This design comes from an exercise in tuning for small area, a short achievable clock period and few clock cycles per item on the open sky130 flow, not from production work. Where RTL was checked, it was by simulation tests only, not by an equivalence proof against the original. Only the layout flow was run in runs 1, 2 and 6; the RTL was not checked for function there. No activity file was given, so power comes from the tool's default toggle rates.

### flow/config.mk
export PLATFORM = sky130hd
export DESIGN_NAME = kernel_user_access_record_table_unit
export DESIGN_NICKNAME = kernel_user_access_record_table_unit
export VERILOG_FILES = /design/flow/design.v
export SDC_FILE = /design/flow/constraint.sdc
export NUM_CORES = 4
export LEC_CHECK = 0
export CAP_MARGIN = 20
export CORE_MARGIN = 2
export CORE_UTILIZATION = 40
export SETUP_SLACK_MARGIN = 3.2
export SLEW_MARGIN = 20
### flow/constraint.sdc
create_clock -name core_clock -period 6.0 [get_ports {aclk}]
set_input_delay 1.2000 -clock core_clock [delete_from_list [all_inputs] [get_ports {aclk}]]
set_output_delay 1.2000 -clock core_clock [all_outputs]
set_load 0.01 [all_outputs]
### flow/design.v
`default_nettype none
package kuart_pkg;
    localparam int unsigned DEFAULT_TABLE_DEPTH = 16;
    localparam int unsigned MAX_OUT             = 16;
    localparam logic [31:0] USER_LIMIT          = 32'h8000_0000;
    localparam logic [31:0] PAGE_MASK           = 32'hFFFF_F000;
    localparam logic [31:0] EXEMPT_RESET        = 32'h02B4_0020;
    localparam logic [1:0] KIND_FAULT   = 2'd0;
    localparam logic [1:0] KIND_RELEASE = 2'd1;
    localparam logic [1:0] KIND_HOLDER  = 2'd2;
    localparam logic [1:0] KIND_NONE    = 2'd3;
    localparam logic REG_TARGET = 1'b0;
    localparam logic REG_EXEMPT = 1'b1;
    localparam int unsigned S_TDATA_W = 136;
    localparam int unsigned M_TDATA_W = 40;
endpackage
`default_nettype wire
`default_nettype none
module kernel_user_access_record_table_unit #(
    parameter int unsigned TABLE_DEPTH = kuart_pkg::DEFAULT_TABLE_DEPTH
) (
    input  wire logic                   aclk,
    input  wire logic                   aresetn,
    input  wire logic                   s_tvalid,
    output logic                        s_tready,
    input  wire logic [kuart_pkg::S_TDATA_W-1:0] s_tdata,
    input  wire logic [1:0]             s_tuser,
    output logic                        m_tvalid,
    input  wire logic                   m_tready,
    output logic [kuart_pkg::M_TDATA_W-1:0] m_tdata,
    output logic                        m_tlast,
    input  wire logic                   cfg_we,
    input  wire logic                   cfg_index,
    input  wire logic [31:0]            cfg_data
);
    localparam int unsigned N = TABLE_DEPTH;
    logic [31:0] target_reg, exempt_reg;
    logic [N-1:0] valid_reg, pend_reg;
    logic         pend_any;   
    logic [31:0] ent_ctx [N];
    logic [31:0] ent_thr [N];
    logic [30:0] ent_adr [N];
    logic [31:0] ent_pc  [N];
    logic [N-1:0] ent_thr0;
    logic        q_valid;
    logic        q_fault, q_viol, q_rd, q_thr0;
    logic [31:0] q_ctx, q_thr, q_pc;
    logic [30:0] q_adr;
    logic [N-1:0] q_vd, q_vr, q_vh;
    localparam int unsigned BW = 37;
    logic [BW-1:0] out_reg, sk_reg;
    logic          sk_valid;
    function automatic logic [N-1:0] lowest(input logic [N-1:0] v);
        logic seen;
        seen = 1'b0;
        for (int k = 0; k < N; k++) begin
            lowest[k] = v[k] && !seen;
            seen = seen || v[k];
        end
    endfunction
    logic [31:0] i_ctx, i_thr, i_adr, i_pc;
    logic i_user, i_prot, i_wr, i_ac, i_ptew, i_pass;
    logic i_fault, i_rel, i_hold, i_rd, i_relok, i_lowpg;
    logic [1:0] i_rpl;
    assign i_ctx  = s_tdata[31:0];
    assign i_thr  = s_tdata[63:32];
    assign i_adr  = s_tdata[95:64];
    assign i_pc   = s_tdata[127:96];
    assign i_user = s_tdata[128];
    assign i_prot = s_tdata[129];
    assign i_wr   = s_tdata[130];
    assign i_rpl  = s_tdata[132:131];
    assign i_ac   = s_tdata[133];
    assign i_ptew = s_tdata[134];
    assign i_pass = (i_ctx == target_reg) && !i_adr[31] && i_prot &&
                    !(i_wr && !i_ptew) && !i_user && (i_rpl != 2'd3) && !i_ac;
    assign i_fault = (s_tuser == kuart_pkg::KIND_FAULT);
    assign i_rel   = (s_tuser == kuart_pkg::KIND_RELEASE);
    assign i_hold  = (s_tuser == kuart_pkg::KIND_HOLDER);
    assign i_rd    = i_pass && !i_wr;
    assign i_relok = (i_ctx != exempt_reg);
    assign i_lowpg = !i_adr[31];
    logic [N-1:0] free_v, free_1h;
    assign free_v  = ~valid_reg & ~pend_reg;
    assign free_1h = lowest(free_v);
    logic f_dbl, f_rel, f_hold;
    always_comb begin
        logic pg_eq, adr_eq, pc_eq, ctx_eq, thr_eq;
        pg_eq  = (q_adr[30:12] == i_adr[30:12]);
        adr_eq = pg_eq && (q_adr[11:0] == i_adr[11:0]);
        pc_eq  = (q_pc == i_pc);
        ctx_eq = (q_ctx == i_ctx);
        thr_eq = (q_thr == i_thr);
        f_dbl  = adr_eq && !pc_eq;
        f_rel  = (ctx_eq && thr_eq) || q_thr0;
        f_hold = thr_eq && pg_eq;
    end
    logic [N-1:0] c_dbl, c_rel, c_hold;
    for (genvar i = 0; i < N; i++) begin : g_cmp
        logic adr_eq, pg_eq, pc_eq, ctx_eq, thr_eq;
        assign pg_eq  = (ent_adr[i][30:12] == i_adr[30:12]);
        assign adr_eq = pg_eq && (ent_adr[i][11:0] == i_adr[11:0]);
        assign pc_eq  = (ent_pc[i] == i_pc);
        assign ctx_eq = (ent_ctx[i] == i_ctx);
        assign thr_eq = (ent_thr[i] == i_thr);
        assign c_dbl[i]  = free_1h[i] ? f_dbl  : (adr_eq && !pc_eq);
        assign c_rel[i]  = free_1h[i] ? f_rel  : ((ctx_eq && thr_eq) || ent_thr0[i]);
        assign c_hold[i] = free_1h[i] ? f_hold : (thr_eq && pg_eq);
    end
    logic [N-1:0] rel_v, hold_1h, sel_v, sel_1h, sel_rest;
    logic dbl_any, free_any, rec;
    logic go, emit_p, beat_en, out_free, take;
    assign dbl_any  = |(q_vd & valid_reg);
    assign free_any = |free_v;
    assign rec      = q_fault && q_rd && !dbl_any && free_any;
    assign rel_v    = q_vr & valid_reg;
    assign hold_1h  = lowest(q_vh & valid_reg);
    assign go       = q_valid && !pend_any && !sk_valid;
    assign emit_p   = pend_any && !sk_valid;
    assign beat_en  = go || emit_p;
    assign s_tready = !q_valid || go;
    assign take     = s_tvalid && s_tready;
    assign out_free = !m_tvalid || m_tready;
    assign sel_v    = pend_any ? pend_reg : (rel_v | hold_1h);
    assign sel_1h   = pend_any ? lowest(pend_reg) : (lowest(rel_v) | hold_1h);
    assign sel_rest = sel_v & ~sel_1h;
    logic [30:0] sel_adr;
    always_comb begin
        sel_adr = '0;
        for (int i = 0; i < N; i++)
            if (sel_1h[i]) sel_adr = sel_adr | ent_adr[i];
    end
    logic [BW-1:0] beat;
    assign beat = {sel_adr,
                   |sel_v,                            
                   !pend_any && (|hold_1h),           
                   !pend_any && rec,                  
                   !pend_any && dbl_any,              
                   !pend_any && q_fault && q_viol,    
                   !(|sel_rest)};                     
    assign m_tdata = {3'd0, 1'b0, out_reg[BW-1:1]};
    assign m_tlast = out_reg[0];
    always_ff @(posedge aclk) begin
        if (!aresetn) begin
            target_reg <= 32'd0;
            exempt_reg <= kuart_pkg::EXEMPT_RESET;
            valid_reg  <= '0;
            pend_reg   <= '0;
            pend_any   <= 1'b0;
            q_valid    <= 1'b0;
            sk_valid   <= 1'b0;
            m_tvalid   <= 1'b0;
        end else begin
            if (cfg_we) begin
                if (cfg_index == kuart_pkg::REG_TARGET) target_reg <= cfg_data;
                else                                    exempt_reg <= cfg_data;
            end
            if (take)    q_valid <= (s_tuser != kuart_pkg::KIND_NONE);
            else if (go) q_valid <= 1'b0;
            if (go) valid_reg <= (valid_reg | (rec ? free_1h : '0)) & ~rel_v & ~hold_1h;
            if (beat_en) begin
                pend_reg <= sel_rest;
                pend_any <= |sel_rest;
            end
            if (beat_en)       m_tvalid <= 1'b1;
            else if (out_free) m_tvalid <= sk_valid;
            if (beat_en)       sk_valid <= !out_free;
            else if (out_free) sk_valid <= 1'b0;
        end
    end
    always_ff @(posedge aclk) begin
        if (out_free && (beat_en || sk_valid)) out_reg <= sk_valid ? sk_reg : beat;
        if (beat_en && !out_free) sk_reg <= beat;
    end
    always_ff @(posedge aclk) begin
        if (take) begin
            q_fault <= i_fault;
            q_viol  <= i_pass;
            q_rd    <= i_rd;
            q_thr0  <= (i_thr == 32'd0);
            q_ctx   <= i_ctx;
            q_thr   <= i_thr;
            q_adr   <= i_adr[30:0];
            q_pc    <= i_pc;
            q_vd    <= (i_fault && i_rd) ? c_dbl : '0;
            q_vr    <= (i_rel && i_relok) ? c_rel : '0;
            q_vh    <= (i_hold && i_lowpg) ? c_hold : '0;
        end
    end
    always_ff @(posedge aclk) begin
        for (int i = 0; i < N; i++) begin
            if (free_1h[i]) begin
                ent_ctx[i]  <= q_ctx;
                ent_thr[i]  <= q_thr;
                ent_adr[i]  <= q_adr;
                ent_pc[i]   <= q_pc;
                ent_thr0[i] <= q_thr0;
            end
        end
    end
endmodule
`default_nettype wire
### flow/run.sh
#!/bin/bash
# synth_recipe.tcl (not shown) runs the flow's synth.tcl, then flattens the netlist and writes it again
# the make line also repeats each setting of config.mk as NAME=value (left out here)
make -C /OpenROAD-flow-scripts/flow DESIGN_CONFIG=/design/flow/config.mk WORK_HOME=/design/flow/orfs CLKGATE_MAP_FILE= SYNTH_SCRIPT=/design/flow/synth_recipe.tcl finish
==> impl_metrics.toml, run 1 <==
[synthesis]
ys_seq_elements = 2400
ys_seq_area_frac = 0.668
synth.distinct_cells = 81
synth_warnings = 5
ys.flop_type = "edfxtp_1"
synth-edff-count = 2301
synth_largest_area_cell = "edfxtp_1"
synth.cell_area_um2 = 106000
synth_area_leaders = "edfxtp_1 65%, xnor2_1 9.6%, xor2_1 8.7%, nand4_1 2.3%, nor4_1 2.2%"
synthCells = 7297
postSynthAreaPerCell_um2 = 14.6
async_flop_share = 0
yosysTopAreaCellShare = 0.650

[place]
port_buffers = 213
dp_hpwl_um = 260000
place_area_um2 = 115000
place_congestion = 0.990

[sta]
fmax_mhz = 325
worst_clock_skew_ns = 0.100
maxSlewViolCount = 0
min_period_over_period = 0.513
fin_setup_tns_ns = 0
final-setup-viol-count = 0
final_hold_viol_count = 0
rsz0062_at_grt = "true"
maxSlewHeadroom = 0.174
hold-worst-slack_ns = 0.449
min_period_ns = 3.08
tightest_slew_ns = 1.24

[flow_run]
cap_violations = 0

[critical_path]
critPathSlowestCell = "a222oi_1"
critPathRequiredTime_ns = 6.65
cp_cell_sequence = "buf_4 -> buf_4 -> and2_1 -> a32oi_4 -> o22ai_2 -> buf_12 -> a222oi_1 -> nand4_1 -> o31a_1"
worstPathMaxFanout = 22
cp.arrival_ns = 3.73
slowest_delay_ns = 0.46
crit_type = "flip-flop to flip-flop"
cp-start-kind = "flip-flop"
cp_common_cell = "buf_4"
worstSetupEndpointType = "flip-flop"

[pwr]
irDropWorstVdd_mv = 0.291
p_total_mw = 38.3
p_switching_mw = 8.97
p_comb_frac = 0.076
power.density_nw_per_um2 = 288
p_seq_frac = 0.491
switching_share = 0.234
p_clk_frac = 0.433
p_int_mw = 29.3
power_leakage_nw = 44.0

[min_path]
hold_class = "flip-flop to flip-flop"

[die]
core_area_um2 = 265000
die_w_um = 520
dieArea_um2 = 270000
initial_core_util = 0.402
num_rows = 189
pin_count = 219
die_y_um = 520

[routing]
ant_nets = 0
wire_per_inst_um = 36.2
via_per_inst = 6.10
drt-total-wl_um = 435000
first_pass_iters = 12
drtIter0Drc = 11700
drc = 0
vias = 73200

[global_routing]
grt_pass1_vias = 69500
use_met3 = 0.0581
antenna_found_initial = 25
grt_max_degree = 100
met1_usage = 0.425
grt_pass1_wl_um = 581000
use_met2 = 0.479
overflow = 0
grt.total_usage = 0.310
grt_busiest_layer = "met2"

[clock_tree]
cts_tree = "done"
root_buffer = "clkbuf_16"
clk_pin_slew_worst_paths_ns = 0.06
ctsHtreeMaxLevel = 5
clk_latency_ns = 0.97
ctsHoldBuffers = 0
cts_buffer_depth = 4
cts_buffers = 284
cts_sinks = 2400

[final_layout]
fin_area_um2 = 133000
drive_gt1_frac = 0.216
nNetsFinal = 8447
nFillCells = 22400
top_regs = "ent_ctx: 512 flops, ent_pc: 512 flops, ent_thr: 512 flops"
syn2layout_area_growth_pct = 25.1
fin_util = 0.502

[status]
outcome = "no timing/DRC/antenna violations"
==> Yosys cell counts, types with 26 or more instances <==
library cell,instances
clkbuf_1,354
or3_1,31
a22o_1,52
nor2_1,102
buf_1,28
a222oi_1,112
edfxtp_1,2301
a221oi_1,52
nand4_1,385
o21ai_0,26
nand2_1,323
nor4_1,376
a22oi_1,82
nand3_1,86
buf_2,35
and3_1,37
nor3_1,35
dfxtp_1,99
inv_1,26
xor2_1,1053
nor2b_1,27
xnor2_1,1170
and2_1,46
a21boi_0,70
a21oi_1,93
o2bb2ai_1,27
==> final cells by class <==
class / count / area, um^2 / area share
tap: 3533 / 4420 / 0.0332
sequential: 2400 / 71200 / 0.535
multi-input combinational: 4449 / 36800 / 0.277
clock buffer: 348 / 7470 / 0.0562
timing repair inverter: 10 / 134 / 0.00101
antenna: 11 / 27.5 / 0.000207
inverter: 28 / 228 / 0.00171
timing repair buffer: 1098 / 11500 / 0.0867
clock inverter: 133 / 1190 / 0.00898
==> what timing repair did <==
item	in CTS	in global routing
setup buffers	331	94
gates cloned	31	11
setup endpoints to repair	1680	461
gates resized for setup	1064	239
pin swaps	192	141
==> layer usage <==
metal  wire (um)  part of all wire
met1      169000              0.39
met2      195000              0.45
met3       47700              0.11
met4       23700             0.054
met5         139           0.00032
==> metrics by stage <==
stage                     setup WS, ns  instances
after floorplan                  -7.21       7300
after global placement            1.07      11100
after detailed placement          1.04      11100
after CTS                         2.96      11900
after global routing              2.94      12000
final                             2.92      12000
==> cells by family after synthesis <==
family / share of synthesized area
other cells: 0.0000353
simple gates: 0.0814
flops: 0.668
xor+xnor: 0.183
compound gates: 0.0494
buf+inv: 0.0167
mux: 0.00116
==> worst paths after layout <==
| kind | startpoint | end | slack [ns] | cells past startpoint |
|---|---|---|---|---|
| worst max-delay path | q_vr[3]$_SDFFCE_PN0P_ | out_reg[10]$_DFFE_PP_ | 2.92 | 9 |
| worst min-delay path | q_ctx[6]$_DFFE_PP_ | ent_ctx[13][6]$_DFFE_PP_ | 0.45 | 0 |
| worst max register to register | q_vr[3]$_SDFFCE_PN0P_ | out_reg[10]$_DFFE_PP_ | 2.92 | 9 |
| worst min register to register | q_ctx[6]$_DFFE_PP_ | ent_ctx[13][6]$_DFFE_PP_ | 0.45 | 0 |
==> power by group through the flow <==
stage,combinational [mW],clock [mW],sequential (mW)
floorplan,1.20,0,19.2
global placement,2.52,0,19.2
detailed placement,2.53,0,19.2
CTS,2.81,16.7,18.8
global route,2.99,17.3,18.8
finish,2.91,16.6,18.8
==> cell usage in the layout (no fill, tap or decap), types with 25 or more instances in the layout <==
master	n
a21boi_0	67
a21oi_1	69
a221oi_1	33
a222oi_1	112
a22o_1	48
a22oi_1	66
and2_1	34
and3_1	34
buf_12	132
buf_2	26
buf_4	610
buf_6	90
clkbuf_1	58
clkbuf_16	299
clkdlybuf4s15_2	41
clkdlybuf4s50_1	58
clkinv_1	58
clkinv_2	33
dfxtp_1	69
dlygate4sd2_1	39
edfxtp_1	2301
nand2_1	294
nand3_1	74
nand4_1	385
nor2_1	88
nor3_1	27
nor4_1	214
nor4_2	95
nor4_4	69
o2bb2ai_1	26
or3_1	25
xnor2_1	1161
xor2_1	1050
==> worst max-delay path: cells and delay by family, from the launching register on <==
kind,cells,cell delay [ns]
compound gates,4,1.32
buf+inv,3,0.55
flops,1,0.44
simple gates,2,0.49
==> inputs of run 2 (changes only) <==
--- a/flow/design.v
+++ b/flow/design.v
@@ -46,10 +46,10 @@
     logic        q_fault, q_viol, q_rd, q_thr0;
     logic [31:0] q_ctx, q_thr, q_pc;
     logic [30:0] q_adr;
-    logic [N-1:0] q_vd, q_vr, q_vh;
+    logic        q_rel, q_hold;
+    logic [N-1:0] q_v;    
     localparam int unsigned BW = 37;
-    logic [BW-1:0] out_reg, sk_reg;
-    logic          sk_valid;
+    logic [BW-1:0] out_reg;
     function automatic logic [N-1:0] lowest(input logic [N-1:0] v);
         logic seen;
         seen = 1'b0;
@@ -109,18 +109,19 @@
     end
     logic [N-1:0] rel_v, hold_1h, sel_v, sel_1h, sel_rest;
     logic dbl_any, free_any, rec;
-    logic go, emit_p, beat_en, out_free, take;
-    assign dbl_any  = |(q_vd & valid_reg);
+    logic [N-1:0] hit_v;
+    logic go, emit_p, out_free, take;
+    assign hit_v    = q_v & valid_reg;
+    assign dbl_any  = q_fault && (|hit_v);
     assign free_any = |free_v;
-    assign rec      = q_fault && q_rd && !dbl_any && free_any;
-    assign rel_v    = q_vr & valid_reg;
-    assign hold_1h  = lowest(q_vh & valid_reg);
-    assign go       = q_valid && !pend_any && !sk_valid;
-    assign emit_p   = pend_any && !sk_valid;
-    assign beat_en  = go || emit_p;
+    assign rec      = q_fault && q_rd && !(|hit_v) && free_any;
+    assign rel_v    = q_rel ? hit_v : '0;
+    assign hold_1h  = q_hold ? lowest(hit_v) : '0;
+    assign out_free = !m_tvalid || m_tready;
+    assign go       = q_valid && !pend_any && out_free;
+    assign emit_p   = pend_any && out_free;
     assign s_tready = !q_valid || go;
     assign take     = s_tvalid && s_tready;
-    assign out_free = !m_tvalid || m_tready;
     assign sel_v    = pend_any ? pend_reg : (rel_v | hold_1h);
     assign sel_1h   = pend_any ? lowest(pend_reg) : (lowest(rel_v) | hold_1h);
     assign sel_rest = sel_v & ~sel_1h;
@@ -148,7 +149,6 @@
             pend_reg   <= '0;
             pend_any   <= 1'b0;
             q_valid    <= 1'b0;
-            sk_valid   <= 1'b0;
             m_tvalid   <= 1'b0;
         end else begin
             if (cfg_we) begin
@@ -158,19 +158,16 @@
             if (take)    q_valid <= (s_tuser != kuart_pkg::KIND_NONE);
             else if (go) q_valid <= 1'b0;
             if (go) valid_reg <= (valid_reg | (rec ? free_1h : '0)) & ~rel_v & ~hold_1h;
-            if (beat_en) begin
+            if (go || emit_p) begin
                 pend_reg <= sel_rest;
                 pend_any <= |sel_rest;
             end
-            if (beat_en)       m_tvalid <= 1'b1;
-            else if (out_free) m_tvalid <= sk_valid;
-            if (beat_en)       sk_valid <= !out_free;
-            else if (out_free) sk_valid <= 1'b0;
-        end
-    end
-    always_ff @(posedge aclk) begin
-        if (out_free && (beat_en || sk_valid)) out_reg <= sk_valid ? sk_reg : beat;
-        if (beat_en && !out_free) sk_reg <= beat;
+            if (go || emit_p)  m_tvalid <= 1'b1;
+            else if (m_tready) m_tvalid <= 1'b0;
+        end
+    end
+    always_ff @(posedge aclk) begin
+        if (go || emit_p) out_reg <= beat;
     end
     always_ff @(posedge aclk) begin
         if (take) begin
@@ -182,9 +179,11 @@
             q_thr   <= i_thr;
             q_adr   <= i_adr[30:0];
             q_pc    <= i_pc;
-            q_vd    <= (i_fault && i_rd) ? c_dbl : '0;
-            q_vr    <= (i_rel && i_relok) ? c_rel : '0;
-            q_vh    <= (i_hold && i_lowpg) ? c_hold : '0;
+            q_rel   <= i_rel;
+            q_hold  <= i_hold;
+            q_v     <= (i_fault && i_rd)    ? c_dbl  :
+                       (i_rel && i_relok)   ? c_rel  :
+                       (i_hold && i_lowpg)  ? c_hold : '0;
         end
     end
     always_ff @(posedge aclk) begin
==> run 2 against run 1 <==
Effect of this change:
- highest routed layer unchanged
- sequential power down 3%
- routed wire length down 16%
- combinational power up 2%
- largest cell class unchanged
==> impl_metrics.toml, run 2 <==
[sta]
fmax_mhz = 310
min_period_ns = 3.22
min_period_over_period = 0.537
worst_clock_skew_ns = 0.0322
maxSlewViolCount = 0
maxSlewHeadroom = 0.317
tightest_slew_ns = 1.02
final-setup-viol-count = 0
rsz0062_at_grt = "true"
fin_setup_tns_ns = 0
final_hold_viol_count = 0

[critical_path]
cp-start-kind = "primary input"
worstPathMaxFanout = 3
cp.arrival_ns = 2.02
critPathRequiredTime_ns = 4.80
crit_type = "primary input to output port"
worstSetupEndpointType = "output port"

[pwr]
power_leakage_nw = 40.2
p_comb_frac = 0.083
power.density_nw_per_um2 = 288
irDropWorstVdd_mv = 0.305
p_seq_frac = 0.507
p_switching_mw = 8.36
p_clk_frac = 0.411
p_int_mw = 27.5
switching_share = 0.233

[place]
place_area_um2 = 109000
place_congestion = 0.922
port_buffers = 213
dp_hpwl_um = 217000

[synthesis]
synth-edff-count = 2234
ys.flop_type = "edfxtp_1"
async_flop_share = 0
ys_seq_elements = 2332
yosys-top-cells-count = "2234 x edfxtp_1, 1604 x xnor2_1, 619 x xor2_1"
yosysTopAreaCellShare = 0.667
synth_area_leaders = "edfxtp_1 67%, xnor2_1 14%, xor2_1 5.4%, nand4_1 3.0%, dfxtp_1 2.0%"
synth_warnings = 5
synthCells = 6703
synth.distinct_cells = 67
synth.cell_area_um2 = 101000
ys_seq_area_frac = 0.687
postSynthAreaPerCell_um2 = 15.0
yosysMostFrequentCell = "edfxtp_1"
synth_largest_area_cell = "edfxtp_1"

[clock_tree]
cts_sinks = 2332
cts_buffers = 235
clk_pin_slew_worst_paths_ns = 0.06
clk_latency_ns = 0.90
root_buffer = "clkbuf_16"
cts_tree = "done"
cts_buffer_depth = 3
ctsHtreeMaxLevel = 4

[final_layout]
drive_gt1_frac = 0.207
nNetsFinal = 7823
layout_commonest_cell = "edfxtp_1"
fin_area_um2 = 125000
mostFrequentLayoutCells = "2234 x edfxtp_1, 1570 x xnor2_1, 618 x xor2_1"
top_regs = "ent_ctx: 512 flops, ent_pc: 512 flops, ent_thr: 512 flops"
syn2layout_area_growth_pct = 23.8

[die]
initial_core_util = 0.401
dieArea_um2 = 255000
die_y_um = 505
core_area_um2 = 251000
num_rows = 184
pin_count = 219
die_w_um = 505

[routing]
first_pass_iters = 8
ant_nets = 0
drc = 0
wire_per_inst_um = 32.5
vias = 64500
drt-total-wl_um = 364000
via_per_inst = 5.76
drtIter0Drc = 9133

[global_routing]
grt.total_usage = 0.276
antenna_found_initial = 20
grt_pass1_vias = 61800
grt_max_degree = 134
overflow = 0
grt_pass1_wl_um = 494000

[min_path]
hold_class = "flip-flop to flip-flop"

[flow_run]
cap_violations = 0

[status]
outcome = "no timing/DRC/antenna violations"
## run 2: cell types whose count changed after synthesis, sizes merged, moves of 42 or more
cell / delta
a21oi: -45
a222oi: -46
a22o: -52
a22oi: -42
edfxtp: -67
nand2: +54
nand4: +90
nor2: -47
nor4: -109
xnor2: +434
xor2: -434
## run 2: cell families after synthesis
| kind of cell | share of synthesized area |
|---|---|
| other | 0.0000373 |
| DFF | 0.687 |
| and+or+nand+nor | 0.0723 |
| AOI/OAI and AO/OA | 0.0327 |
| muxes | 0.000697 |
| buffers and inverters | 0.0141 |
| xor gates and xnor gates | 0.194 |
## run 2: worst paths after layout
path | slack, ns | endpoint | startpoint | cells past startpoint
max | 2.78 | s_tready | m_tready | 6
min | 0.46 | ent_pc[13][27]$_DFFE_PP_ | q_pc[27]$_DFFE_PP_ | 0
min reg2reg | 0.46 | ent_pc[13][27]$_DFFE_PP_ | q_pc[27]$_DFFE_PP_ | 0
max reg2reg | 2.99 | pend_any$_SDFFE_PN0P_ | q_v[2]$_DFFE_PP_ | 11
## run 2: metrics by stage
stage	util	instances	power, mW	hold WS, ns	setup slack (ns)
final	0.497	11200	35.9	0.461	2.78
after global routing	0.497	11200	36.8	0.478	2.76
after CTS	0.486	11000	35.9	0.460	2.76
after detailed placement	0.435	10300	21.1	0.442	0.887
after global placement	0.435	10300	21.0	0.434	0.897
after floorplan	-	6706	19.8	0.456	-7.08
## run 2: final cells by class
type | instances | area [um^2]
diodes | 5 | 12.5
clock buffers | 315 | 6360
clock inverters | 123 | 1260
fillers | 21000 | 126000
inverters | 15 | 169
multi-input cells | 4004 | 32600
flip-flops and latches | 2332 | 69100
well taps | 3348 | 4190
repair buffers | 1056 | 10900
repair inverters | 3 | 26.3
## run 2: layer usage
metal  routed length, um  up-vias  GRT usage
met5                  46        -          0
met4               15500        8      0.103
met3               37000      675     0.0529
met2              165000     3774      0.430
met1              146000    33200      0.383
li1                    -    26800          -
## run 2: power groups by stage
stage	Combinational [mW]	Sequential, mW	Clock, mW
after floorplan	1.19	18.6	0
after global placement	2.45	18.6	0
after detailed placement	2.47	18.6	0
after CTS	2.77	18.2	14.9
after global routing	3.07	18.2	15.5
final	2.97	18.2	14.7
## run 2: worst max-delay path, cell delays in order
cell and delay (ns):
buf_6 0.06, nand2b_4 0.18, nand2_4 0.07, or2_4 0.27
nand2_8 0.11, buf_6 0.11
## run 2: what timing repair did
item                                    4_1_cts  5_1_grt
setup buffers                               244      168
pin swaps                                   102      122
hold buffers                                  0        0
endpoints found under the setup margin     1351      625
cloned                                       21       11
resized for setup                           886      302
==> inputs of run 3 (changes only) <==
--- a/flow/design.v
+++ b/flow/design.v
@@ -49,7 +49,9 @@
     logic        q_rel, q_hold;
     logic [N-1:0] q_v;    
     localparam int unsigned BW = 37;
-    logic [BW-1:0] out_reg;
+    logic [BW-1:0] out_reg, sk_reg;
+    logic          sk_valid;
+    logic          rdy_reg;    
     function automatic logic [N-1:0] lowest(input logic [N-1:0] v);
         logic seen;
         seen = 1'b0;
@@ -110,7 +112,7 @@
     logic [N-1:0] rel_v, hold_1h, sel_v, sel_1h, sel_rest;
     logic dbl_any, free_any, rec;
     logic [N-1:0] hit_v;
-    logic go, emit_p, out_free, take;
+    logic go, emit_p, beat_en, out_free, take;
     assign hit_v    = q_v & valid_reg;
     assign dbl_any  = q_fault && (|hit_v);
     assign free_any = |free_v;
@@ -118,10 +120,21 @@
     assign rel_v    = q_rel ? hit_v : '0;
     assign hold_1h  = q_hold ? lowest(hit_v) : '0;
     assign out_free = !m_tvalid || m_tready;
-    assign go       = q_valid && !pend_any && out_free;
-    assign emit_p   = pend_any && out_free;
-    assign s_tready = !q_valid || go;
+    assign go       = q_valid && !pend_any && !sk_valid;
+    assign emit_p   = pend_any && !sk_valid;
+    assign beat_en  = go || emit_p;
+    assign s_tready = rdy_reg;    
     assign take     = s_tvalid && s_tready;
+    logic q_valid_n, pend_any_n, sk_valid_n;
+    always_comb begin
+        q_valid_n = q_valid;
+        if (take)    q_valid_n = (s_tuser != kuart_pkg::KIND_NONE);
+        else if (go) q_valid_n = 1'b0;
+        pend_any_n = beat_en ? (|sel_rest) : pend_any;
+        sk_valid_n = sk_valid;
+        if (beat_en)       sk_valid_n = !out_free;
+        else if (out_free) sk_valid_n = 1'b0;
+    end
     assign sel_v    = pend_any ? pend_reg : (rel_v | hold_1h);
     assign sel_1h   = pend_any ? lowest(pend_reg) : (lowest(rel_v) | hold_1h);
     assign sel_rest = sel_v & ~sel_1h;
@@ -149,25 +162,27 @@
             pend_reg   <= '0;
             pend_any   <= 1'b0;
             q_valid    <= 1'b0;
+            sk_valid   <= 1'b0;
+            rdy_reg    <= 1'b1;
             m_tvalid   <= 1'b0;
         end else begin
             if (cfg_we) begin
                 if (cfg_index == kuart_pkg::REG_TARGET) target_reg <= cfg_data;
                 else                                    exempt_reg <= cfg_data;
             end
-            if (take)    q_valid <= (s_tuser != kuart_pkg::KIND_NONE);
-            else if (go) q_valid <= 1'b0;
+            q_valid  <= q_valid_n;
+            sk_valid <= sk_valid_n;
+            rdy_reg  <= !q_valid_n || (!pend_any_n && !sk_valid_n);
             if (go) valid_reg <= (valid_reg | (rec ? free_1h : '0)) & ~rel_v & ~hold_1h;
-            if (go || emit_p) begin
-                pend_reg <= sel_rest;
-                pend_any <= |sel_rest;
-            end
-            if (go || emit_p)  m_tvalid <= 1'b1;
-            else if (m_tready) m_tvalid <= 1'b0;
-        end
-    end
-    always_ff @(posedge aclk) begin
-        if (go || emit_p) out_reg <= beat;
+            if (beat_en) pend_reg <= sel_rest;
+            pend_any <= pend_any_n;
+            if (beat_en)       m_tvalid <= 1'b1;
+            else if (out_free) m_tvalid <= sk_valid;
+        end
+    end
+    always_ff @(posedge aclk) begin
+        if (out_free && (beat_en || sk_valid)) out_reg <= sk_valid ? sk_reg : beat;
+        if (beat_en && !out_free) sk_reg <= beat;
     end
     always_ff @(posedge aclk) begin
         if (take) begin
==> flow/flow/run.sh (new file) <==
#!/bin/bash
# Standard layout, with two changes: the floorplan step's timing repair runs without the
# setup margin (it only has wire-load estimates then), and CTS inserts no dummy loads.
set -euo pipefail
bash standard.sh SETUP_SLACK_MARGIN=0 floorplan > floorplan.log 2>&1
bash standard.sh "CTS_ARGS=-sink_clustering_enable -repair_clock_nets -dont_use_dummy_load" finish > finish.log 2>&1
==> flow/standard.sh (new file) <==
#!/bin/bash
# synth_recipe.tcl (not shown) runs the flow's synth.tcl, then flattens the netlist and writes it again
# the make line also repeats each setting of config.mk as NAME=value (left out here)
make -C /OpenROAD-flow-scripts/flow DESIGN_CONFIG=/design/flow/config.mk WORK_HOME=/design/flow/orfs CLKGATE_MAP_FILE= SYNTH_SCRIPT=/design/flow/synth_recipe.tcl "${@:-finish}"
--- a/flow/config.mk
+++ b/flow/config.mk
@@ -7,6 +7,6 @@
 export LEC_CHECK = 0
 export CAP_MARGIN = 20
 export CORE_MARGIN = 2
-export CORE_UTILIZATION = 40
+export CORE_UTILIZATION = 60
 export SETUP_SLACK_MARGIN = 3.2
 export SLEW_MARGIN = 20
removed: flow/run.sh
==> run 3 against run 2 <==
Effect of this change:
- routed wire length down 3.4%
- critical path type is now flip-flop to flip-flop
- via count increased by 1.6%
- sequential share of layout area is 2.0 points higher
- cell count down 12%
- global-route usage grew 12 points
- clock power fell by 15%
- synthesized cell count is 2.1% higher
- power decreased by 6.4%
- register-to-register slack worse by 0.06 ns
- still clean on timing, DRC and antenna
- critical path depth is 3 higher
- highest routed layer unchanged
==> impl_metrics.toml, run 3 <==
[routing]
drc = 0
wire_per_inst_um = 35.6
route.met3.wl_um = 45800
top_layer_used = "met5"
routed-wl-met2_um = 158000
wl_met1_um = 132000
via_per_inst = 6.63
first_pass_iters = 9
drtIter0Drc = 10100
drt-total-wl_um = 352000
vias = 65600
ant_nets = 0

[clock_tree]
ctsHtreeMaxLevel = 4
cts_buffer_depth = 3
cts_tree = "done"
clk_pin_slew_worst_paths_ns = 0.06
clk_latency_ns = 0.88
cts_buffers = 236
root_buffer = "clkbuf_16"
cts_sinks = 2371

[final_layout]
fin_util = 0.714
multi_input_area_um2 = 33700
instances_no_fill = 9890
syn2layout_area_growth_pct = 18.6
layout_commonest_cell = "edfxtp_1"
top_regs = "ent_ctx: 512 flops, ent_pc: 512 flops, ent_thr: 512 flops"
nFillCells = 11300
mostFrequentLayoutCells = "2271 x edfxtp_1, 1608 x xnor2_1, 586 x xor2_1"
drive_gt1_frac = 0.191
seq_area_um2 = 70200
nNetsFinal = 7832

[critical_path]
cp_cell_sequence = "a222oi_1 -> buf_4 -> buf_4 -> nand3_4 -> o31ai_4 -> buf_12 -> a222oi_1 -> nand3_1 -> o32a_1"
r2r_end = "out_reg[10]$_DFFE_PP_"
worstPathMaxFanout = 32
cp.arrival_ns = 3.63
r2r_slack_ns = 2.93
rr_worst_depth = 9
critPathSlowestCell = "a222oi_1"
cp-start-kind = "flip-flop"
worstSetupEndpointType = "flip-flop"
critPathRequiredTime_ns = 6.56
slowest_delay_ns = 0.58
reg2reg_from = "q_v[0]$_DFFE_PP_"
crit_type = "flip-flop to flip-flop"

[die]
die_w_um = 418
pin_count = 219
num_rows = 152
initial_core_util = 0.602
dieArea_um2 = 175000
core_area_um2 = 171000
die_y_um = 418

[place]
dp_hpwl_um = 209000
place_congestion = 0.949
post-place-ws_ns = 1.00
port_buffers = 213
dp_cells = 9301

[global_routing]
grt_pass1_vias = 61400
overflow = 0
antenna_found_initial = 18
grt.total_usage = 0.395
grt_max_degree = 134
grt_pass1_wl_um = 478000

[sta]
maxSlewViolCount = 0
final-setup-viol-count = 0
worst_clock_skew_ns = 0.0543
fmax_mhz = 325
maxSlewHeadroom = 0.272
hold-worst-slack_ns = 0.457
min_period_ns = 3.07
min_period_over_period = 0.512
fin_setup_tns_ns = 0
rsz0062_at_grt = "true"
timing.final.ws_setup_ns = 2.93
final_hold_viol_count = 0
tightest_slew_ns = 1.09

[synthesis]
ys_seq_elements = 2371
synth_largest_area_cell = "edfxtp_1"
ys.flop_type = "edfxtp_1"
yosysMostFrequentCell = "edfxtp_1"
yosysTopAreaCellShare = 0.662
synth.distinct_cells = 83
synth_warnings = 5
synth_area_leaders = "edfxtp_1 66%, xnor2_1 14%, xor2_1 5.0%, nand4_1 2.8%, dfxtp_1 1.9%"
ys_seq_area_frac = 0.682
synth.cell_area_um2 = 103000
synth-edff-count = 2271
async_flop_share = 0
synthCells = 6842
yosys-top-cells-count = "2271 x edfxtp_1, 1637 x xnor2_1, 586 x xor2_1"
postSynthAreaPerCell_um2 = 15.1

[status]
outcome = "no timing/DRC/antenna violations"

[min_path]
min_from = "q_ctx[31]$_DFFE_PP_"
holdPathEnd = "ent_ctx[7][31]$_DFFE_PP_"
whs_path_depth = 0
hold_class = "flip-flop to flip-flop"

[pwr]
irDropWorstVdd_mv = 0.323
power_leakage_nw = 39.4
power.density_nw_per_um2 = 275

[flow_run]
cap_violations = 0
[run 3: kinds of logic after synthesis]
family / share of synthesized area
AO/OA/AOI/OAI: 0.0418
XOR/XNOR: 0.189
buffers and inverters: 0.0149
flip-flops: 0.682
multiplexers: 0.000316
other: 0.0000364
AND/OR/NAND/NOR: 0.0723
[run 3: layer usage]
layer / vias to the layer above / global-route usage
li1: 27100 / -
met1: 33400 / 0.552
met2: 4415 / 0.599
met3: 720 / 0.104
met4: 10 / 0.151
met5: - / 0
[run 3: final cells by class]
class / instances / share of cell area
well taps: 2233 / 0.0229
repair inverters: 9 / 0.000666
flip-flops and latches: 2371 / 0.575
multi-input cells: 4095 / 0.276
diodes: 3 / 0.0000614
inverters: 18 / 0.00202
clock buffers: 236 / 0.0483
repair buffers: 925 / 0.0753
[run 3: critical path, delay by kind of cell (launching register included)]
| family | cells | cell delay [ns] |
|---|---|---|
| and+or+nand+nor | 2 | 0.46 |
| DFF | 1 | 0.45 |
| AOI/OAI and AO/OA | 4 | 1.26 |
| buffers and inverters | 3 | 0.51 |
[run 3: how the worst max path moves through the flow]
stage	cells after the start	slack, ns	end	startpoint
2_1_floorplan	7	-0.45	q_v[12]$_DFFE_PP_	pend_reg[3]$_SDFFE_PN0P_
3_3_place_gp	10	1.01	q_v[2]$_DFFE_PP_	s_tdata[88]
3_5_place_dp	10	1.00	q_v[2]$_DFFE_PP_	s_tdata[84]
4_1_cts	9	2.96	q_v[13]$_DFFE_PP_	s_tdata[80]
5_1_grt	10	2.96	out_reg[0]$_DFFE_PP_	q_v[1]$_DFFE_PP_
6_report	9	2.93	out_reg[10]$_DFFE_PP_	q_v[0]$_DFFE_PP_
[run 3: power breakdown]
group	total, mW	internal (mW)	switching, mW
sequential	18.4	18.3	0.128
combinational	2.65	0.975	1.67
clock	12.5	6.82	5.71
total	33.6	26.1	7.51
[run 3: per-stage QoR]
| stage | area [um^2] | power [mW] |
|---|---|---|
| after global routing | 122000 | 34.3 |
| after floorplan | 103000 | 20.0 |
| after detailed placement | 110000 | 21.1 |
| after global placement | 110000 | 21.1 |
| after CTS | 120000 | 33.5 |
| final | 122000 | 33.6 |
[run 3: timing repair]
action / 4_1_cts / 5_1_grt
setup endpoints to repair: 1437 / 582
buffers inserted: 166 / 150
resized for setup: 729 / 363
cloned: 24 / 10
hold buffers: 0 / 0
pin swaps: 115 / 129
Testbench counts of run 3, summed over its fixed seeds: cycles 5,223, items 4,800.
==> inputs of run 4 (changes only) <==
==> flow/run.sh (new file) <==
#!/bin/bash
# synth_recipe.tcl (not shown) runs the flow's synth.tcl, then flattens the netlist and writes it again
# the make line also repeats each setting of config.mk as NAME=value (left out here)
make -C /OpenROAD-flow-scripts/flow DESIGN_CONFIG=/design/flow/config.mk WORK_HOME=/design/flow/orfs CLKGATE_MAP_FILE= SYNTH_SCRIPT=/design/flow/synth_recipe.tcl finish
--- a/flow/config.mk
+++ b/flow/config.mk
@@ -8,5 +8,7 @@
 export CAP_MARGIN = 20
 export CORE_MARGIN = 2
 export CORE_UTILIZATION = 60
+export CTS_CLUSTER_DIAMETER = 60
+export CTS_CLUSTER_SIZE = 20
 export SETUP_SLACK_MARGIN = 3.2
 export SLEW_MARGIN = 20
removed: flow/flow/run.sh
removed: flow/standard.sh
==> run 4 against run 3 <==
Effect of this change:
- still clean
- global-route usage fell by 0.055 points
- clock skew is 0.015 ns lower
- maximum frequency down 0.55%
- via count hardly changed
- worst hold slack better by 0.018 ns
- critical path depth unchanged
- utilization fell by 0.71 points
- die area stayed put
- final area down 1.0%
- combinational power hardly changed
==> impl_metrics.toml, run 4 <==
[status]
outcome = "no timing/DRC/antenna violations"

[place]
port_buffers = 213
place_congestion = 0.939
dp_cells = 9316
post-place-ws_ns = 1.00
place_area_um2 = 110000
dp_hpwl_um = 213000

[global_routing]
grt_pass1_vias = 61400
overflow = 0
grt_max_degree = 133
grt_pass1_wl_um = 478000
grt.total_usage = 0.395
antenna_found_initial = 10

[routing]
wire_per_inst_um = 35.4
ant_nets = 0
via_per_inst = 6.64
drtIter0Drc = 10800
drt-total-wl_um = 349000
drc = 0
vias = 65600
first_pass_iters = 10

[clock_tree]
cts_buffers = 163
ctsHoldBuffers = 0
clk_pin_slew_worst_paths_ns = 0.08
cts_sinks = 2371
cts_tree = "done"
ctsHtreeMaxLevel = 4
clk_latency_ns = 0.85
root_buffer = "clkbuf_16"
cts_buffer_depth = 3

[die]
dieArea_um2 = 175000
num_rows = 152
die_w_um = 418
pin_count = 219
die_y_um = 418
initial_core_util = 0.602
core_area_um2 = 171000

[synthesis]
synth_warnings = 5
yosysMostFrequentCell = "edfxtp_1"
ys_seq_area_frac = 0.682
async_flop_share = 0
synth_mux_area_frac = 0.000316
synthCells = 6842
synth.distinct_cells = 83
yosys-top-cells-count = "2271 x edfxtp_1, 1637 x xnor2_1, 586 x xor2_1"
yosysTopAreaCellShare = 0.662
synth-edff-count = 2271
synth_xor_xnor_area_share = 0.189
synth-compound-area-share = 0.0418
synth_top_family_by_area = "XOR/XNOR gates"
synthAdderAreaFrac = 0
postSynthAreaPerCell_um2 = 15.1
synth.cell_area_um2 = 103000
synth-simple-area-share = 0.0723
ys_seq_elements = 2371
synth_largest_area_cell = "edfxtp_1"
ys.flop_type = "edfxtp_1"
synth_area_leaders = "edfxtp_1 66%, xnor2_1 14%, xor2_1 5.0%, nand4_1 2.8%, dfxtp_1 1.9%"

[sta]
final-setup-viol-count = 0
final_hold_viol_count = 0
fin_setup_tns_ns = 0
worst_clock_skew_ns = 0.0390
tightest_slew_ns = 1.06
fmax_mhz = 324
min_period_ns = 3.09
hold-worst-slack_ns = 0.475
rsz0062_at_grt = "true"
timing.final.ws_setup_ns = 2.91
min_period_over_period = 0.515
maxSlewViolCount = 0
maxSlewHeadroom = 0.291

[critical_path]
crit_end = "rdy_reg$_SDFF_PN1_"
cp_cell_sequence = "a222oi_1 -> buf_4 -> a41o_4 -> buf_12 -> a211o_1 -> o2111ai_1 -> or4_4 -> nor4_4 -> a211o_1"
worstSetupEndpointType = "flip-flop"
reg2reg_from = "q_v[2]$_DFFE_PP_"
crit_cells = 9
critical-path-top-delay-family = "compound AO/OA/AOI/OAI gates"
crit_start = "q_v[2]$_DFFE_PP_"
r2r_end = "rdy_reg$_SDFF_PN1_"
crit_buf_inv = 2
cp-start-kind = "flip-flop"
slowest_delay_ns = 0.50
rr_worst_depth = 9
worstPathMaxFanout = 16
crit_type = "flip-flop to flip-flop"
critPathRequiredTime_ns = 6.75
r2r_slack_ns = 2.91
cp_common_cell = "a211o_1"
cp.arrival_ns = 3.84
critPathSlowestCell = "or4_4"

[final_layout]
fin_area_um2 = 121000
syn2layout_area_growth_pct = 17.5
drive_gt1_frac = 0.187
layout_commonest_cell = "edfxtp_1"
fin_util = 0.707
top_regs = "ent_ctx: 512 flops, ent_pc: 512 flops, ent_thr: 512 flops"
nFillCells = 11500
instances_no_fill = 9872
nNetsFinal = 7690
mostFrequentLayoutCells = "2271 x edfxtp_1, 1610 x xnor2_1, 584 x xor2_1"

[pwr]
irDropWorstVdd_mv = 0.318
p_total_mw = 32.8
power.density_nw_per_um2 = 271
power_leakage_nw = 38.7

[min_path]
hold_class = "flip-flop to flip-flop"

[flow_run]
cap_violations = 0
## run 4: cell counts after synthesis
No cell type changed its count.
## run 4: logic make-up (layout without fill, tap and decap cells)
logic type                Yosys count  after routing
buffers and inverters             385           1167
other                               1             13
AOI/OAI and AO/OA                 504            504
and+or+nand+nor                  1355           1358
DFF                              2371           2371
xor gates and xnor gates         2223           2223
muxes                               3              3
## run 4: worst min path at each step
stage                           startpoint                     endpoint  slack (ns)  cells past startpoint
2_1_floorplan  exempt_reg[28]$_SDFFE_PN0P_  exempt_reg[28]$_SDFFE_PN0P_        0.46                      2
3_3_place_gp           q_ctx[30]$_DFFE_PP_    ent_ctx[14][30]$_DFFE_PP_        0.44                      0
3_5_place_dp           q_ctx[30]$_DFFE_PP_    ent_ctx[14][30]$_DFFE_PP_        0.45                      0
4_1_cts                q_ctx[30]$_DFFE_PP_    ent_ctx[14][30]$_DFFE_PP_        0.47                      0
5_1_grt                q_ctx[30]$_DFFE_PP_    ent_ctx[14][30]$_DFFE_PP_        0.48                      0
6_report               q_ctx[30]$_DFFE_PP_    ent_ctx[14][30]$_DFFE_PP_        0.47                      0
## run 4: power breakdown
| part | switching (mW) | internal (mW) |
|---|---|---|
| sequential | 0.128 | 18.3 |
| clock | 5.95 | 5.81 |
| combinational | 1.67 | 0.957 |
## run 4: repair_timing
item                                   in CTS  in global routing
endpoints found under the hold margin       0                  0
gates cloned                               21                  5
resized for setup                         820                371
buffers inserted                          131                109
setup endpoints to repair                1587                390
pin swaps                                 123                151
## run 4: cell type report
class,count,area [um^2],share of cell area
clock buffers,186,4350,0.0359
repair inverters,11,98.8,0.000817
inverters,18,254,0.00210
multi-input cells,4092,33800,0.280
repair buffers,857,8390,0.0694
well taps,2233,2790,0.0231
clock inverters,95,1010,0.00835
diodes,9,22.5,0.000186
flip-flops and latches,2371,70200,0.581
## run 4: layer usage
layer | GRT usage | part of all wire
met1 | 0.562 | 0.38
met2 | 0.602 | 0.45
met3 | 0.0881 | 0.12
met4 | 0.142 | 0.042
met5 | 0 | 0.000092
## run 4: worst reg2reg max path, delay by kind of cell (launching register included)
kind                   cells  cell delay (ns)
AO/OA/AOI/OAI              5             1.27
buffers and inverters      2             0.41
flip-flops                 1             0.45
AND/OR/NAND/NOR            2             0.87
==> inputs of run 5 (changes only) <==
--- a/flow/config.mk
+++ b/flow/config.mk
@@ -8,7 +8,5 @@
 export CAP_MARGIN = 20
 export CORE_MARGIN = 2
 export CORE_UTILIZATION = 60
-export CTS_CLUSTER_DIAMETER = 60
-export CTS_CLUSTER_SIZE = 20
 export SETUP_SLACK_MARGIN = 3.2
 export SLEW_MARGIN = 20
==> run 5 against run 4 <==
Effect of this change:
- largest power group unchanged
- area after synthesis unchanged
- first-iteration DRC count decreased by 3.7%
- synthesized cell count unchanged
==> impl_metrics.toml, run 5 <==
[sta]
final-setup-viol-count = 0
rsz0062_at_grt = "true"
min_period_over_period = 0.512
maxSlewViolCount = 0
min_period_ns = 3.07
fmax_mhz = 325
maxSlewHeadroom = 0.310
final_hold_viol_count = 0
worst_clock_skew_ns = 0.0382
tightest_slew_ns = 1.04
fin_setup_tns_ns = 0

[synthesis]
synth.distinct_cells = 83
yosys-top-cells-count = "2271 x edfxtp_1, 1637 x xnor2_1, 586 x xor2_1"
synthCells = 6842
ys_seq_elements = 2371
yosysTopAreaCellShare = 0.662
synth_largest_area_cell = "edfxtp_1"
yosysMostFrequentCell = "edfxtp_1"
synth_warnings = 5
synth_area_leaders = "edfxtp_1 66%, xnor2_1 14%, xor2_1 5.0%, nand4_1 2.8%, dfxtp_1 1.9%"
postSynthAreaPerCell_um2 = 15.1
synth.cell_area_um2 = 103000
synth-edff-count = 2271
async_flop_share = 0
ys.flop_type = "edfxtp_1"
ys_seq_area_frac = 0.682

[routing]
drtIter0Drc = 10400
first_pass_iters = 9
drc = 0
ant_nets = 0
drt-total-wl_um = 351000
via_per_inst = 6.60
wire_per_inst_um = 35.1
vias = 66100

[die]
die_y_um = 418
num_rows = 152
dieArea_um2 = 175000
die_w_um = 418
core_area_um2 = 171000
initial_core_util = 0.602
pin_count = 219

[critical_path]
slowest_delay_ns = 0.50
worstPathMaxFanout = 16
critPathRequiredTime_ns = 6.72
cp-start-kind = "flip-flop"
worstSetupEndpointType = "flip-flop"
critPathSlowestCell = "or4_4"
cp.arrival_ns = 3.79
crit_type = "flip-flop to flip-flop"
cp_cell_sequence = "a222oi_1 -> buf_4 -> a41o_4 -> buf_12 -> a211o_1 -> o2111ai_1 -> or4_4 -> nor4_4 -> a21o_1"

[final_layout]
mostFrequentLayoutCells = "2271 x edfxtp_1, 1614 x xnor2_1, 584 x xor2_1"
multi_input_area_um2 = 33800
nNetsFinal = 7759
top_regs = "ent_ctx: 512 flops, ent_pc: 512 flops, ent_thr: 512 flops"
fin_area_um2 = 123000
layout_commonest_cell = "edfxtp_1"
nFillCells = 11400
syn2layout_area_growth_pct = 19.3
drive_gt1_frac = 0.193
seq_area_um2 = 70200

[place]
dp_hpwl_um = 213000
place_area_um2 = 110000
place_congestion = 0.939
port_buffers = 213

[clock_tree]
clk_latency_ns = 0.89
ctsHtreeMaxLevel = 4
cts_tree = "done"
clk_pin_slew_worst_paths_ns = 0.07
cts_buffers = 236
cts_sinks = 2371
root_buffer = "clkbuf_16"
cts_buffer_depth = 3

[global_routing]
grt_busiest_layer = "met2"
grt_max_degree = 133
use_met2 = 0.600
grt_pass1_wl_um = 481000
met1_usage = 0.562
overflow = 0
use_met3 = 0.0929
grt.total_usage = 0.396
grt_pass1_vias = 62200
antenna_found_initial = 17

[pwr]
power.density_nw_per_um2 = 287
power_leakage_nw = 39.6
irDropWorstVdd_mv = 0.274

[flow_run]
cap_violations = 0

[status]
outcome = "no timing/DRC/antenna violations"

[min_path]
hold_class = "flip-flop to flip-flop"
-- run 5: stage by stage --
stage	std cells	power (mW)	utilization	hold slack [ns]	setup slack [ns]
2_1_floorplan	6845	20.0	-	0.455	-0.0520
3_3_place_gp	9316	21.1	0.641	0.436	0.993
3_5_place_dp	9316	21.1	0.641	0.452	1.00
4_1_cts	9896	35.1	0.704	0.466	3.01
5_1_grt	10000	36.0	0.718	0.474	2.90
6_report	10000	35.2	0.718	0.473	2.93
-- run 5: worst max-delay path: cells and delay by family (launching register included) --
kind                   cells  cell delay [ns]
flip-flops                 1             0.44
AND/OR/NAND/NOR            2             0.88
buffers and inverters      2             0.41
AO/OA/AOI/OAI              5             1.19
-- run 5: cell families after synthesis --
kind of cell	Yosys count	share of synthesized area
xor gates and xnor gates	2223	0.189
DFF	2371	0.682
and+or+nand+nor	1355	0.0723
muxes	3	0.000316
AOI/OAI and AO/OA	504	0.0418
buffers and inverters	385	0.0149
other	1	0.0000364
-- run 5: layout make-up --
cell class | instances | area share
diodes | 6 | 0.000122
clock buffers | 304 | 0.0513
clock inverters | 126 | 0.00809
inverters | 18 | 0.00227
multi-input cells | 4092 | 0.275
flip-flops and latches | 2371 | 0.572
well taps | 2233 | 0.0227
repair buffers | 854 | 0.0676
repair inverters | 10 | 0.000713
-- run 5: where the power goes --
part / switching (mW) / total [mW] / internal [mW]
Sequential: 0.127 / 18.4 / 18.3
Combinational: 1.68 / 2.63 / 0.956
Clock: 6.31 / 14.2 / 7.88
Total: 8.11 / 35.2 / 27.1
-- run 5: path summary, 6_finish.rpt --
| path | start | to | slack (ns) | cells past startpoint |
|---|---|---|---|---|
| max | q_v[2]$_DFFE_PP_ | out_reg[0]$_DFFE_PP_ | 2.93 | 9 |
| min | q_ctx[30]$_DFFE_PP_ | ent_ctx[14][30]$_DFFE_PP_ | 0.47 | 0 |
| max reg2reg | q_v[2]$_DFFE_PP_ | out_reg[0]$_DFFE_PP_ | 2.93 | 9 |
| min reg2reg | q_ctx[30]$_DFFE_PP_ | ent_ctx[14][30]$_DFFE_PP_ | 0.47 | 0 |
-- run 5: metal layers --
metal / vias to the layer above / part of all wire
met1: 33600 / 0.38
met3: 786 / 0.13
li1: 27100 / -
met2: 4567 / 0.45
met4: 12 / 0.046
met5: - / 0.00024
-- run 5: what timing repair did --
action	CTS	global route
gates resized for setup	763	401
cloned	21	5
setup buffers	129	107
hold buffers	0	0
endpoints found under the setup margin	1592	325
pin swaps	117	133
==> inputs of run 6 (changes only) <==
--- a/flow/design.v
+++ b/flow/design.v
@@ -51,6 +51,9 @@
     localparam int unsigned BW = 37;
     logic [BW-1:0] out_reg, sk_reg;
     logic          sk_valid;
+    logic          b_valid;
+    logic [5:0]    b_flags;
+    logic [N-1:0]  b_sel;
     logic          rdy_reg;    
     function automatic logic [N-1:0] lowest(input logic [N-1:0] v);
         logic seen;
@@ -112,7 +115,7 @@
     logic [N-1:0] rel_v, hold_1h, sel_v, sel_1h, sel_rest;
     logic dbl_any, free_any, rec;
     logic [N-1:0] hit_v;
-    logic go, emit_p, beat_en, out_free, take;
+    logic go, emit_p, beat_en, out_free, take, b_free, b_adv;
     assign hit_v    = q_v & valid_reg;
     assign dbl_any  = q_fault && (|hit_v);
     assign free_any = |free_v;
@@ -120,38 +123,42 @@
     assign rel_v    = q_rel ? hit_v : '0;
     assign hold_1h  = q_hold ? lowest(hit_v) : '0;
     assign out_free = !m_tvalid || m_tready;
-    assign go       = q_valid && !pend_any && !sk_valid;
-    assign emit_p   = pend_any && !sk_valid;
+    assign b_free   = !b_valid || !sk_valid;
+    assign b_adv    = b_valid && !sk_valid;
+    assign go       = q_valid && !pend_any && b_free;
+    assign emit_p   = pend_any && b_free;
     assign beat_en  = go || emit_p;
     assign s_tready = rdy_reg;    
     assign take     = s_tvalid && s_tready;
-    logic q_valid_n, pend_any_n, sk_valid_n;
+    logic q_valid_n, pend_any_n, sk_valid_n, b_valid_n;
     always_comb begin
         q_valid_n = q_valid;
         if (take)    q_valid_n = (s_tuser != kuart_pkg::KIND_NONE);
         else if (go) q_valid_n = 1'b0;
         pend_any_n = beat_en ? (|sel_rest) : pend_any;
         sk_valid_n = sk_valid;
-        if (beat_en)       sk_valid_n = !out_free;
+        if (b_adv)         sk_valid_n = !out_free;
         else if (out_free) sk_valid_n = 1'b0;
+        b_valid_n = beat_en || (b_valid && !b_adv);
     end
     assign sel_v    = pend_any ? pend_reg : (rel_v | hold_1h);
     assign sel_1h   = pend_any ? lowest(pend_reg) : (lowest(rel_v) | hold_1h);
     assign sel_rest = sel_v & ~sel_1h;
-    logic [30:0] sel_adr;
-    always_comb begin
-        sel_adr = '0;
-        for (int i = 0; i < N; i++)
-            if (sel_1h[i]) sel_adr = sel_adr | ent_adr[i];
-    end
-    logic [BW-1:0] beat;
-    assign beat = {sel_adr,
-                   |sel_v,                            
+    logic [5:0] flags;
+    assign flags = {|sel_v,                           
                    !pend_any && (|hold_1h),           
                    !pend_any && rec,                  
                    !pend_any && dbl_any,              
                    !pend_any && q_fault && q_viol,    
                    !(|sel_rest)};                     
+    logic [30:0] b_adr;
+    always_comb begin
+        b_adr = '0;
+        for (int i = 0; i < N; i++)
+            if (b_sel[i]) b_adr = b_adr | ent_adr[i];
+    end
+    logic [BW-1:0] beat;
+    assign beat = {b_adr, b_flags};
     assign m_tdata = {3'd0, 1'b0, out_reg[BW-1:1]};
     assign m_tlast = out_reg[0];
     always_ff @(posedge aclk) begin
@@ -163,6 +170,7 @@
             pend_any   <= 1'b0;
             q_valid    <= 1'b0;
             sk_valid   <= 1'b0;
+            b_valid    <= 1'b0;
             rdy_reg    <= 1'b1;
             m_tvalid   <= 1'b0;
         end else begin
@@ -172,17 +180,22 @@
             end
             q_valid  <= q_valid_n;
             sk_valid <= sk_valid_n;
-            rdy_reg  <= !q_valid_n || (!pend_any_n && !sk_valid_n);
+            b_valid  <= b_valid_n;
+            rdy_reg  <= !q_valid_n || (!pend_any_n && (!b_valid_n || !sk_valid_n));
             if (go) valid_reg <= (valid_reg | (rec ? free_1h : '0)) & ~rel_v & ~hold_1h;
             if (beat_en) pend_reg <= sel_rest;
             pend_any <= pend_any_n;
-            if (beat_en)       m_tvalid <= 1'b1;
+            if (b_adv)         m_tvalid <= 1'b1;
             else if (out_free) m_tvalid <= sk_valid;
         end
     end
     always_ff @(posedge aclk) begin
-        if (out_free && (beat_en || sk_valid)) out_reg <= sk_valid ? sk_reg : beat;
-        if (beat_en && !out_free) sk_reg <= beat;
+        if (beat_en) begin
+            b_flags <= flags;
+            b_sel   <= sel_1h;
+        end
+        if (out_free && (b_adv || sk_valid)) out_reg <= sk_valid ? sk_reg : beat;
+        if (b_adv && !out_free) sk_reg <= beat;
     end
     always_ff @(posedge aclk) begin
         if (take) begin
@@ -203,7 +216,7 @@
     end
     always_ff @(posedge aclk) begin
         for (int i = 0; i < N; i++) begin
-            if (free_1h[i]) begin
+            if (free_1h[i] && !(b_valid && sk_valid && b_sel[i])) begin
                 ent_ctx[i]  <= q_ctx;
                 ent_thr[i]  <= q_thr;
                 ent_adr[i]  <= q_adr;
==> run 6 against run 5 <==
Effect of this change:
- worst hold slack got worse by 0.025 ns
- first-iteration DRC count down 2.1%
- sequential power hardly changed
- utilization shrank 0.64 points
- sequential share of layout area is 1.1 points higher
- clock-buffer cell count is 3 lower
- critical path depth shrank 2
- critical path type is now primary input to flip-flop
==> impl_metrics.toml, run 6 <==
[clock_tree]
root_buffer = "clkbuf_16"
cts_buffer_depth = 3
cts_tree = "done"
cts_buffers = 237
ctsHtreeMaxLevel = 4
clk_latency_ns = 0.89
clk_pin_slew_worst_paths_ns = 0.06
cts_sinks = 2394

[synthesis]
ys.flop_type = "edfxtp_1"
yosysMostFrequentCell = "edfxtp_1"
synth.cell_area_um2 = 103000
synth.distinct_cells = 89
synth-edff-count = 2293
ys_seq_elements = 2394
yosys-top-cells-count = "2293 x edfxtp_1, 1683 x xnor2_1, 540 x xor2_1"
ys_seq_area_frac = 0.687
synth_area_leaders = "edfxtp_1 67%, xnor2_1 14%, xor2_1 4.6%, nand4_1 2.9%, dfxtp_1 2.0%"
yosysTopAreaCellShare = 0.667
synth_warnings = 5
synth_largest_area_cell = "edfxtp_1"
postSynthAreaPerCell_um2 = 15.3
async_flop_share = 0
synthCells = 6759

[min_path]
whs_path_depth = 0
hold_class = "flip-flop to flip-flop"

[routing]
first_pass_iters = 7
drc = 0
drt-total-wl_um = 354000
drtIter0Drc = 10200
wire_per_inst_um = 36.0
vias = 65200
ant_nets = 0
via_per_inst = 6.62

[pwr]
p_comb_frac = 0.074
power.density_nw_per_um2 = 295
p_int_mw = 27.7
power_leakage_nw = 38.6
irDropWorstVdd_mv = 0.320
p_seq_frac = 0.518
p_switching_mw = 8.21
switching_share = 0.229
p_total_mw = 35.9
p_clk_frac = 0.408

[global_routing]
grt_pass1_vias = 62000
grt_pass1_wl_um = 484000
overflow = 0
grt.total_usage = 0.401
grt_max_degree = 129
antenna_found_initial = 14

[final_layout]
fin_area_um2 = 122000
syn2layout_area_growth_pct = 18.0
fin_util = 0.711
mostFrequentLayoutCells = "2293 x edfxtp_1, 1639 x xnor2_1, 539 x xor2_1"
layout_commonest_cell = "edfxtp_1"
drive_gt1_frac = 0.174
instances_no_fill = 9846
top_regs = "ent_ctx: 512 flops, ent_pc: 512 flops, ent_thr: 512 flops"
nNetsFinal = 7577

[place]
dp_hpwl_um = 219000
place_congestion = 0.972
port_buffers = 213
post-place-ws_ns = 0.996
place_area_um2 = 110000
dp_cells = 9233

[sta]
min_period_ns = 2.96
maxSlewViolCount = 0
final-setup-viol-count = 0
final_hold_viol_count = 0
timing.final.ws_setup_ns = 3.04
fmax_mhz = 338
maxSlewHeadroom = 0.240
min_period_over_period = 0.493
rsz0062_at_grt = "true"
worst_clock_skew_ns = 0.0343
hold-worst-slack_ns = 0.449
tightest_slew_ns = 1.14
fin_setup_tns_ns = 0

[critical_path]
cp.arrival_ns = 3.68
worstSetupEndpointType = "flip-flop"
cp-start-kind = "primary input"
rr_worst_depth = 9
critPathRequiredTime_ns = 6.73
crit_type = "primary input to flip-flop"
worstPathMaxFanout = 15

[status]
outcome = "no timing/DRC/antenna violations"

[die]
die_w_um = 419
num_rows = 152
pin_count = 219
die_y_um = 419
dieArea_um2 = 175000
core_area_um2 = 171000
initial_core_util = 0.603

[flow_run]
cap_violations = 0
run 6: cell types whose count changed after synthesis, sizes merged, moves of 21 or more:
| cell | previous run | this run |
|---|---|---|
| xnor2 | 1637 | 1683 |
| mux2 | 2 | 37 |
| xor2 | 586 | 540 |
| a41oi | 36 | 15 |
| edfxtp | 2271 | 2293 |
| a222oi | 64 | 3 |
| a22o | 26 | 124 |
| nand3 | 88 | 50 |
| a22oi | 48 | 8 |
| a221oi | 52 | 126 |
| nand2 | 324 | 236 |
| nand4 | 460 | 488 |
run 6: worst max-delay path, stage by stage:
cell and delay [ns]:
clkdlybuf4s15_2 0.59, xor2_1 0.32, nor4_2 0.45, nand4_1 0.24, nor4_4 0.62, a21oi_2 0.11
mux2i_1 0.14
run 6: power groups by stage:
stage | combinational, mW | sequential [mW] | clock (mW)
2_1_floorplan | 1.23 | 19.0 | 0
3_3_place_gp | 2.37 | 19.0 | 0
3_5_place_dp | 2.39 | 19.0 | 0
4_1_cts | 2.54 | 18.6 | 14.7
5_1_grt | 2.72 | 18.6 | 15.3
6_report | 2.65 | 18.6 | 14.6
run 6: final timing paths:
check                             start             endpoint  slack (ns)
min                b_flags[3]$_DFFE_PN_  sk_reg[3]$_DFFE_PP_        0.45
min reg2reg        b_flags[3]$_DFFE_PN_  sk_reg[3]$_DFFE_PP_        0.45
max                         s_tdata[90]    q_v[11]$_DFFE_PP_        3.04
max reg2reg  target_reg[8]$_SDFFE_PN0P_     q_v[2]$_DFFE_PP_        3.15
run 6: timing repair:
| item | CTS | global route |
|---|---|---|
| cloned | 7 | 5 |
| gates resized for setup | 711 | 243 |
| setup endpoints to repair | 1610 | 984 |
| hold buffers | 0 | 0 |
| buffers inserted | 110 | 40 |
| pin swaps | 57 | 73 |
run 6: kinds of logic after synthesis:
| kind of cell | count (synthesis) | share of synthesized area |
|---|---|---|
| xor+xnor | 2223 | 0.189 |
| simple gates | 1200 | 0.0654 |
| mux | 40 | 0.00433 |
| compound gates | 527 | 0.0403 |
| flops | 2394 | 0.687 |
| other cells | 1 | 0.0000363 |
| buf+inv | 374 | 0.0144 |
run 6: layout make-up:
cell class              instances  area (um^2)
clock buffers                 301         6360
multi-input cells            3995        33000
fillers                     11300        49400
repair buffers                764         7490
inverters                       9         33.8
well taps                    2233         2790
clock inverters               143         1190
diodes                          7         17.5
flip-flops and latches       2394        70900
run 6: per-layer routing:
layer	track usage	part of all wire	vias to the layer above
li1	-	-	26600
met5	0	0.000073	-
met1	0.555	0.37	33200
met4	0.168	0.048	4
met3	0.0885	0.12	763
met2	0.619	0.46	4607

port drivers added, routing unchanged:
The results above use ideal ports. As a check the final layouts listed here were re-extracted and re-timed, cells and wires unchanged. Step 1 assumes that a clkbuf_16 drives the clock port and a buf_2 every other input. Step 2 times the ports against the registers' clock, not the clock port: input delays grow and output delays shrink by t, the midpoint of the rising clock arrivals with the driver on. Three values: ideal ports, drivers, drivers and shift; two values: the first two.
run | t (ns) | setup WS [ns] | worst setup path at the end | clock arrival spread, ns | worst slew at a driven data input, ns
run 1 | 1.032 | 2.923 / 2.923 / 2.040 | input to register | 0.101 / 0.101 | 0.12
run 2 | 0.978 | 2.778 / 2.735 / 2.182 | input to register | 0.035 / 0.035 | 0.21
run 3 | 0.953 | 2.927 / 2.927 / 2.232 | input to register | 0.071 / 0.071 | 0.16
run 4 | 0.923 | 2.910 / 2.910 / 2.296 | input to register | 0.040 / 0.040 | 0.14
run 5 | 0.964 | 2.927 / 2.927 / 2.231 | input to register | 0.039 / 0.039 | 0.14
run 6 | 0.962 | 3.044 / 3.095 / 2.133 | input to register | 0.036 / 0.036 | 0.17
After both steps setup and hold are still met in every run listed. For run 6, which loses most, drivers alone change the setup slack by +0.051 ns; drivers and shift together by -0.911 ns.
